This is an optimization exercise on Yosys and OpenROAD, whose aim is small area and a short achievable clock period, not a production implementation. At most, simulation tests tie the RTL to the original design; equivalence was not proved.

Setup of build 87:
// inv_shift_sub_stage
module inv_shift_sub_stage #(
    parameter int TAG_W = 4
) (
    input  logic             CLK,
    input  logic             RST_N,
    input  logic             IN_VALID,
    output logic             IN_READY,
    input  logic [0:127]     IN,
    input  logic [TAG_W-1:0] IN_TAG,
    output logic             OUT_VALID,
    input  logic             OUT_READY,
    output logic [0:127]     OUT,
    output logic [TAG_W-1:0] OUT_TAG
);
export LEC_CHECK = 0
export CAP_MARGIN = 20
export CORE_MARGIN = 2
export CORE_UTILIZATION = 22
export PLACE_DENSITY = 0.3
export SETUP_SLACK_MARGIN = 2.5
export SLEW_MARGIN = 20
export SYNTH_HIERARCHICAL = 1
create_clock -name core_clock -period 5.0 [get_ports {CLK}]
standard.sh (not shown) runs the stock make flow with config.mk's settings and CLKGATE_MAP_FILE= SYNTH_SCRIPT=/design/flow/synth_recipe.tcl, a recipe that flattens the netlist after the stock synthesis.
==> flow/flow/run.sh <==
#!/bin/bash
set -euo pipefail
bash standard.sh BUFFER_PORTS_ARGS="-buffer_cell sky130_fd_sc_hd__buf_2" finish > run_make.log 2>&1
## Diff of input files: build 34 against build 87
Settings: PLACE_DENSITY: 0.3 -> 0.55; SETUP_SLACK_MARGIN: 2.5 -> 2.7; CORE_UTILIZATION: 22 -> 40.
==> comparison <==
- Diff build 87 -> build 34 | routed length on met2 | down by a little under 10%
- Relative to build 87, sequential share of layout area has decreased by 0.69 points in build 34.
- Via total after detailed routing: build 34 higher than build 87
- Row met1 layer wirelength in the final routing: build 34 lower / build 87 higher
The following lists how build 65 was set up differently from build 34:
Settings: SETUP_SLACK_MARGIN: 2.7 -> 2.5.
==> comparison <==
Build 65: PASS, flow complete, no timing, DRC or antenna violations. Looking at number of clock buffers in the layout across build 34 and build 65, the one that comes out higher is build 34. met3 wirelength from detailed routing on build 65 is up relative to build 34. Build 65: clock network area share higher than build 34. Final area was lower in the run labelled build 65.

inv_shift_sub_stage, a different RTL version from the one above (not shown whole).
For scale: about 2800 cells after synthesis, roughly 330 flip-flops, roughly 27000 µm² of cells after synthesis.
clock: 5.0 ns
lec_check: 0
cap_margin: 20
core_margin: 2
core_utilization: 35
cts_cluster_diameter: 200
cts_cluster_size: 30
place_density: 0.45
setup_slack_margin: 2.5
slew_margin: 20
synth_hierarchical: 1
tns_end_percent: 0
Scripts as last shown in full above: flow/flow/run.sh
The starting point produced a clean layout.
Change:
--- a/flow/config.mk
+++ b/flow/config.mk
@@ -10,5 +10,3 @@
-export CORE_UTILIZATION = 35
-export CTS_CLUSTER_DIAMETER = 200
-export CTS_CLUSTER_SIZE = 30
-export PLACE_DENSITY = 0.45
-export SETUP_SLACK_MARGIN = 2.5
+export CORE_UTILIZATION = 22
+export PLACE_DENSITY = 0.3
+export SETUP_SLACK_MARGIN = 2.6
=> Setup slack loses 0.021 ns; hold slack loses 0.015 ns; non-clock buffer count increases by 1; cell count went up by 16%.
Change:
--- a/flow/config.mk
+++ b/flow/config.mk
@@ -12 +12 @@
-export SETUP_SLACK_MARGIN = 2.6
+export SETUP_SLACK_MARGIN = 2.5
=>
- cell count barely changes
- final area barely changes
- worst hold slack hardly moves
- die area stays the same
- utilization is about the same

== oak ==
inv_shift_sub_stage, a different RTL version from the one above (not shown whole).
Size in the first run: roughly 2,700 cells after synthesis, about 330 flip-flops, ~0.027 mm^2 of cells after synthesis.
Settings: LEC_CHECK=0, CAP_MARGIN=20, CORE_MARGIN=2, CORE_UTILIZATION=22, PLACE_DENSITY=0.3, SETUP_SLACK_MARGIN=2.7, SLEW_MARGIN=20, SYNTH_HIERARCHICAL=1, TNS_END_PERCENT=0; clock period 5.0 ns.
Scripts as last shown in full above: flow/flow/run.sh
diff inputs: oak => pine
- swapping 2.7 for 2.5 in SETUP_SLACK_MARGIN
Findings:
- The final layout from pine, which completed every stage, passed the timing, DRC and antenna checks at the end of the flow.
- Taking oak as the reference, in pine depth of the most critical reg-to-reg path comparable; post-detailed-placement cell area now smaller; clock-buffer cell count now smaller.
- Relative to oak, the non-filler instance count after layout of pine is lower by 1.1%.
- The lower required time reported for the critical path endpoint came out of oak.
- Diff oak -> pine | combined area of the multi-input logic cells | decrease of 3.1%
- oak and pine ended up with roughly the same synthesized netlist net count.
No run of this note included a check of the RTL's function; only the layout flow was run.

== job 8698 ==
inv_shift_sub_stage with an RTL version that a note above also has.
Size: about 2800 cells after synthesis, ~330 flip-flops, about 270 I/O pins, about 0.027 sq mm of cells after synthesis.
==> flow/config.mk <==
export PLATFORM = sky130hd
export DESIGN_NAME = inv_shift_sub_stage
export DESIGN_NICKNAME = inv_shift_sub_stage
export VERILOG_FILES = /design/flow/design.v
export SDC_FILE = /design/flow/constraint.sdc
export NUM_CORES = 4
export LEC_CHECK = 0
export CAP_MARGIN = 20
export CORE_MARGIN = 2
export CORE_UTILIZATION = 35
export CTS_CLUSTER_DIAMETER = 150
export CTS_CLUSTER_SIZE = 24
export PLACE_DENSITY = 0.45
export SETUP_SLACK_MARGIN = 2.5
export SLEW_MARGIN = 20
export SYNTH_HIERARCHICAL = 1
export TNS_END_PERCENT = 0
==> flow/constraint.sdc <==
create_clock -name core_clock -period 5.0 [get_ports {CLK}]
set_input_delay 1.0000 -clock core_clock [delete_from_list [all_inputs] [get_ports {CLK}]]
set_output_delay 1.0000 -clock core_clock [all_outputs]
set_load 0.01 [all_outputs]
Scripts as last shown in full above: flow/flow/run.sh
Job 8698 ran to completion and came out clean on the timing, DRC and antenna checks.
Relative to job 8698, the following input files were edited for job 7597:
-- flow/config.mk --
<<< job 8698, line 10
export CORE_UTILIZATION = 35
export CTS_CLUSTER_DIAMETER = 150
export CTS_CLUSTER_SIZE = 24
export PLACE_DENSITY = 0.45
>>> job 7597, line 10
export CORE_UTILIZATION = 35
export CTS_CLUSTER_DIAMETER = 200
export CTS_CLUSTER_SIZE = 20
export PLACE_DENSITY = 0.45
[summary]
- The run showing the smaller routed wire length is job 8698.
- Proportion of cell area occupied by multi-input gates, job 8698 and job 7597: larger value in job 8698
- Going from job 8698 to job 7597, final worst clock skew went up, final-layout clock-cell area share +0.31 points, critical path arrival fell by 30 ps, net count of the finished layout shows no meaningful change, final instance area climbed 120 sq um.

Another version of the RTL of inv_shift_sub_stage (not shown whole).
For scale: roughly 2700 cells after synthesis, ~270 I/O pins, roughly 0.027 sq mm of cells after synthesis.
export LEC_CHECK = 0
export CAP_MARGIN = 20
export CORE_MARGIN = 2
export CORE_UTILIZATION = 15
export PLACE_DENSITY = 0.25
export SETUP_SLACK_MARGIN = 2.35
export SLEW_MARGIN = 20
export SYNTH_HIERARCHICAL = 1
create_clock -name core_clock -period 5.0 [get_ports {CLK}]
Scripts as last shown in full above: flow/flow/run.sh
The baseline completed with no timing, DRC or antenna violations.
==> next run, changes <==
Settings changed: CORE_UTILIZATION 15 to 22, CTS_BUF_LIST set to sky130_fd_sc_hd__clkbuf_4 sky130_fd_sc_hd__clkbuf_8, CTS_CLUSTER_SIZE set to 20, PLACE_DENSITY 0.25 to 0.3.
Synthesized area stays the same.
Count of clock-buffer cells in the layout rises by 28.
Die area falls by 32%.
Sequential cell count stays the same.
First-iteration DRC count falls by 3.4%.
==> next run, changes <==
Settings changed: CTS_BUF_LIST sky130_fd_sc_hd__clkbuf_4 sky130_fd_sc_hd__clkbuf_8 to unset, CTS_CLUSTER_SIZE 20 to unset, SETUP_SLACK_MARGIN 2.35 to 2.5.
Outcome: Worst setup slack improved by 0.093 ns; via count increases slightly; area after synthesis is unchanged; sequential share of layout area shrinks by 1.4 points.
==> next run, changes <==
Settings changed: SETUP_SLACK_MARGIN 2.5 to 2.35.
Effect: Worst setup slack gets worse by 0.061 ns. Synthesized cell count stays the same. Maximum frequency came out lower by 2.4%. Critical path depth is lower by 8. Sequential cell count stays the same. Via count drops by 1.9%. Cell count is lower by 1.7%. Utilization goes down by 1.4 points. Wire length is lower by 4.5%.
Function was not checked in any run of this note: the RTL went through the layout flow alone.

ember:
inv_shift_sub_stage again, from the RTL that the note above started with.
==> flow/design.v (excerpt) <==
module inv_shift_sub_stage #(
    parameter int TAG_W = 4
) (
    input  logic             CLK,
    input  logic             RST_N,
    input  logic             IN_VALID,
    output logic             IN_READY,
    input  logic [0:127]     IN,
    input  logic [TAG_W-1:0] IN_TAG,
    output logic             OUT_VALID,
    input  logic             OUT_READY,
    output logic [0:127]     OUT,
    output logic [TAG_W-1:0] OUT_TAG
);
Settings: LEC_CHECK=0, CAP_MARGIN=20, CORE_MARGIN=2, CORE_UTILIZATION=22, PLACE_DENSITY=0.3, SETUP_SLACK_MARGIN=2.35, SLEW_MARGIN=20, SYNTH_HIERARCHICAL=1, TNS_END_PERCENT=0; clock period 5.0 ns.
Scripts as last shown in full above: flow/flow/run.sh
Edits applied to the flow inputs when going from ember to harbor:
- swapping 2.35 for 2.5 in SETUP_SLACK_MARGIN
## What came out
- harbor reached the final stage; the timing, DRC and antenna checks on its layout passed.
- Lower area of the multi-input gates goes to ember over harbor.
- Summary of the comparison: synthesis-to-finish area growth is higher in harbor, relative to ember.
- ember has lower routed length on met1 than harbor.
- The fraction of area in multi-input gates number comes out lower for harbor vs ember.
- Pin slew with the least headroom to its limit (harbor over ember): increase, 30 ps
- Re logic depth of the worst register-to-register path: harbor is 2 down on ember.
- Area after detailed placement essentially unchanged between ember and harbor.
- Higher final weighted congestion in routability-driven placement was reported by harbor, not ember.
- Diff harbor and ember: final standard cell area without fillers lower in ember
Input changes introduced in cedar (baseline for comparison: harbor):
- SETUP_SLACK_MARGIN now 2.35, was 2.5
- TNS_END_PERCENT now 10, was 0
[summary]
Diff harbor..cedar | number of port buffers | negligible
Across both runs, area used by multi-input combinational logic was lower for cedar than for harbor.
Changes observed in cedar relative to harbor: final instance count without filler cells fell by 1.1%, total met3 wirelength after detailed routing rose by about 40%.
Going from harbor to cedar, HPWL after detailed placement saw little to no change, final area saw a decrease.
Routed wire length: cedar better than harbor
[cedar] number of antenna diodes rose 4 relative to harbor
Compared with harbor, cedar shows a sum of met2 wire segment lengths after detailed routing that is 0.62% lower.
What juniper does differently from cedar at the input level:
- TNS_END_PERCENT no longer set, was 10
- SETUP_SLACK_MARGIN now 2.2, was 2.35
Notes after the runs:
On path length in cells of the critical path: between juniper and cedar, it ends up lower for juniper.
On buffers plus inverters on the worst setup path: between juniper and cedar, it ends up lower for juniper.
No functional check of the RTL was part of any run of this note.

## maple
Starting RTL as in the previous note.
==> flow/config.mk <==
export PLATFORM = sky130hd
export DESIGN_NAME = inv_shift_sub_stage
export DESIGN_NICKNAME = inv_shift_sub_stage
export VERILOG_FILES = /design/flow/design.v
export SDC_FILE = /design/flow/constraint.sdc
export NUM_CORES = 4
export LEC_CHECK = 0
export CAP_MARGIN = 20
export CORE_MARGIN = 2
export CORE_UTILIZATION = 35
export PLACE_DENSITY = 0.45
export SETUP_SLACK_MARGIN = 2.35
export SLEW_MARGIN = 20
export SYNTH_HIERARCHICAL = 1
==> flow/constraint.sdc <==
create_clock -name core_clock -period 5.0 [get_ports {CLK}]
set_input_delay 1.0000 -clock core_clock [delete_from_list [all_inputs] [get_ports {CLK}]]
set_output_delay 1.0000 -clock core_clock [all_outputs]
set_load 0.01 [all_outputs]
Scripts as last shown in full above: flow/flow/run.sh
Relative to maple, the following input files were edited for yarrow:
diff --git a/flow/config.mk b/flow/config.mk
--- a/flow/config.mk
+++ b/flow/config.mk
@@ -8,7 +8,7 @@
 export CAP_MARGIN = 20
 export CORE_MARGIN = 2
-export CORE_UTILIZATION = 35
-export PLACE_DENSITY = 0.45
-export SETUP_SLACK_MARGIN = 2.35
+export CORE_UTILIZATION = 22
+export PLACE_DENSITY = 0.3
+export SETUP_SLACK_MARGIN = 2.0
 export SLEW_MARGIN = 20
 export SYNTH_HIERARCHICAL = 1
==> summary.txt <==
Against maple as the reference, yarrow delivers a lower area of all placed cells without fillers. yarrow has via count of the routed design below what maple had. Re non-clock buffer count in the final layout: yarrow is about 20% down on maple. Cell count: yarrow > maple. Delta (yarrow minus maple): worst hold-check slack did not really move, global-route usage over all layers -4.2 points, global-route wire length before repair grew by 12%, number of nets still failing antenna checks after routing level, maximum frequency now smaller. [yarrow] minimum setup slack among reg-to-reg paths fell 0.21 ns relative to maple.
No functional check of the RTL was part of any run of this note.

## separate check: timing with driven ports
How much do the figures lean on ideal ports? The routed layouts below were timed once more, with nothing changed but the port constraints.
Step 1 assumes that a clkbuf_16 drives the clock port and a buf_2 every other input.
Step 2, shift: input delay + t, output delay - t, t = (earliest + latest rising clock arrival at the registers) / 2. This alone moves slack from input paths to output paths.
Slacks: no drivers / after step 1 / after step 2; pairs: no drivers / after step 1.
run | t (ns) | setup slack, ns | hold slack, ns
build 87 | 0.674 | 2.579 / 2.518 / 2.006 | 0.420 / 0.420 / 0.420
build 34 | 0.617 | 2.616 / 2.556 / 2.163 | 0.417 / 0.417 / 0.417
build 65 | 0.633 | 2.446 / 2.393 / 2.098 | 0.418 / 0.418 / 0.418
the first run of note 2 | 0.598 | 2.566 / 2.571 / 1.973 | 0.435 / 0.435 / 0.435
the second run of note 2 | 0.694 | 2.545 / 2.545 / 1.933 | 0.419 / 0.419 / 0.419
the third run of note 2 | 0.693 | 2.530 / 2.530 / 1.933 | 0.417 / 0.417 / 0.417
oak | 0.663 | 2.485 / 2.485 / 2.006 | 0.418 / 0.418 / 0.418
pine | 0.669 | 2.464 / 2.464 / 1.904 | 0.417 / 0.417 / 0.417
job 8698 | 0.597 | 2.528 / 2.562 / 1.965 | 0.420 / 0.420 / 0.420
job 7597 | 0.620 | 2.565 / 2.565 / 1.976 | 0.431 / 0.431 / 0.431
the first run of note 5 | 0.700 | 2.422 / 2.372 / 1.879 | 0.420 / 0.420 / 0.420
the second run of note 5 | 0.716 | 2.403 / 2.349 / 1.907 | 0.420 / 0.420 / 0.420
the third run of note 5 | 0.659 | 2.496 / 2.496 / 2.000 | 0.421 / 0.421 / 0.421
the fourth run of note 5 | 0.657 | 2.435 / 2.381 / 1.907 | 0.425 / 0.425 / 0.425
ember | 0.657 | 2.374 / 2.333 / 1.909 | 0.425 / 0.425 / 0.425
harbor | 0.672 | 2.479 / 2.430 / 1.877 | 0.423 / 0.423 / 0.423
cedar | 0.659 | 2.364 / 2.322 / 1.908 | 0.425 / 0.425 / 0.425
juniper | 0.658 | 2.352 / 2.290 / 1.908 | 0.428 / 0.428 / 0.428
maple | 0.627 | 2.452 / 2.436 / 1.934 | 0.429 / 0.429 / 0.429
yarrow | 0.657 | 2.238 / 2.214 / 1.907 | 0.429 / 0.429 / 0.429
After both steps every run listed still meets setup and hold. For the second run of note 2, which loses most, drivers alone change the setup slack by 0.000 ns; drivers and shift together by -0.612 ns.
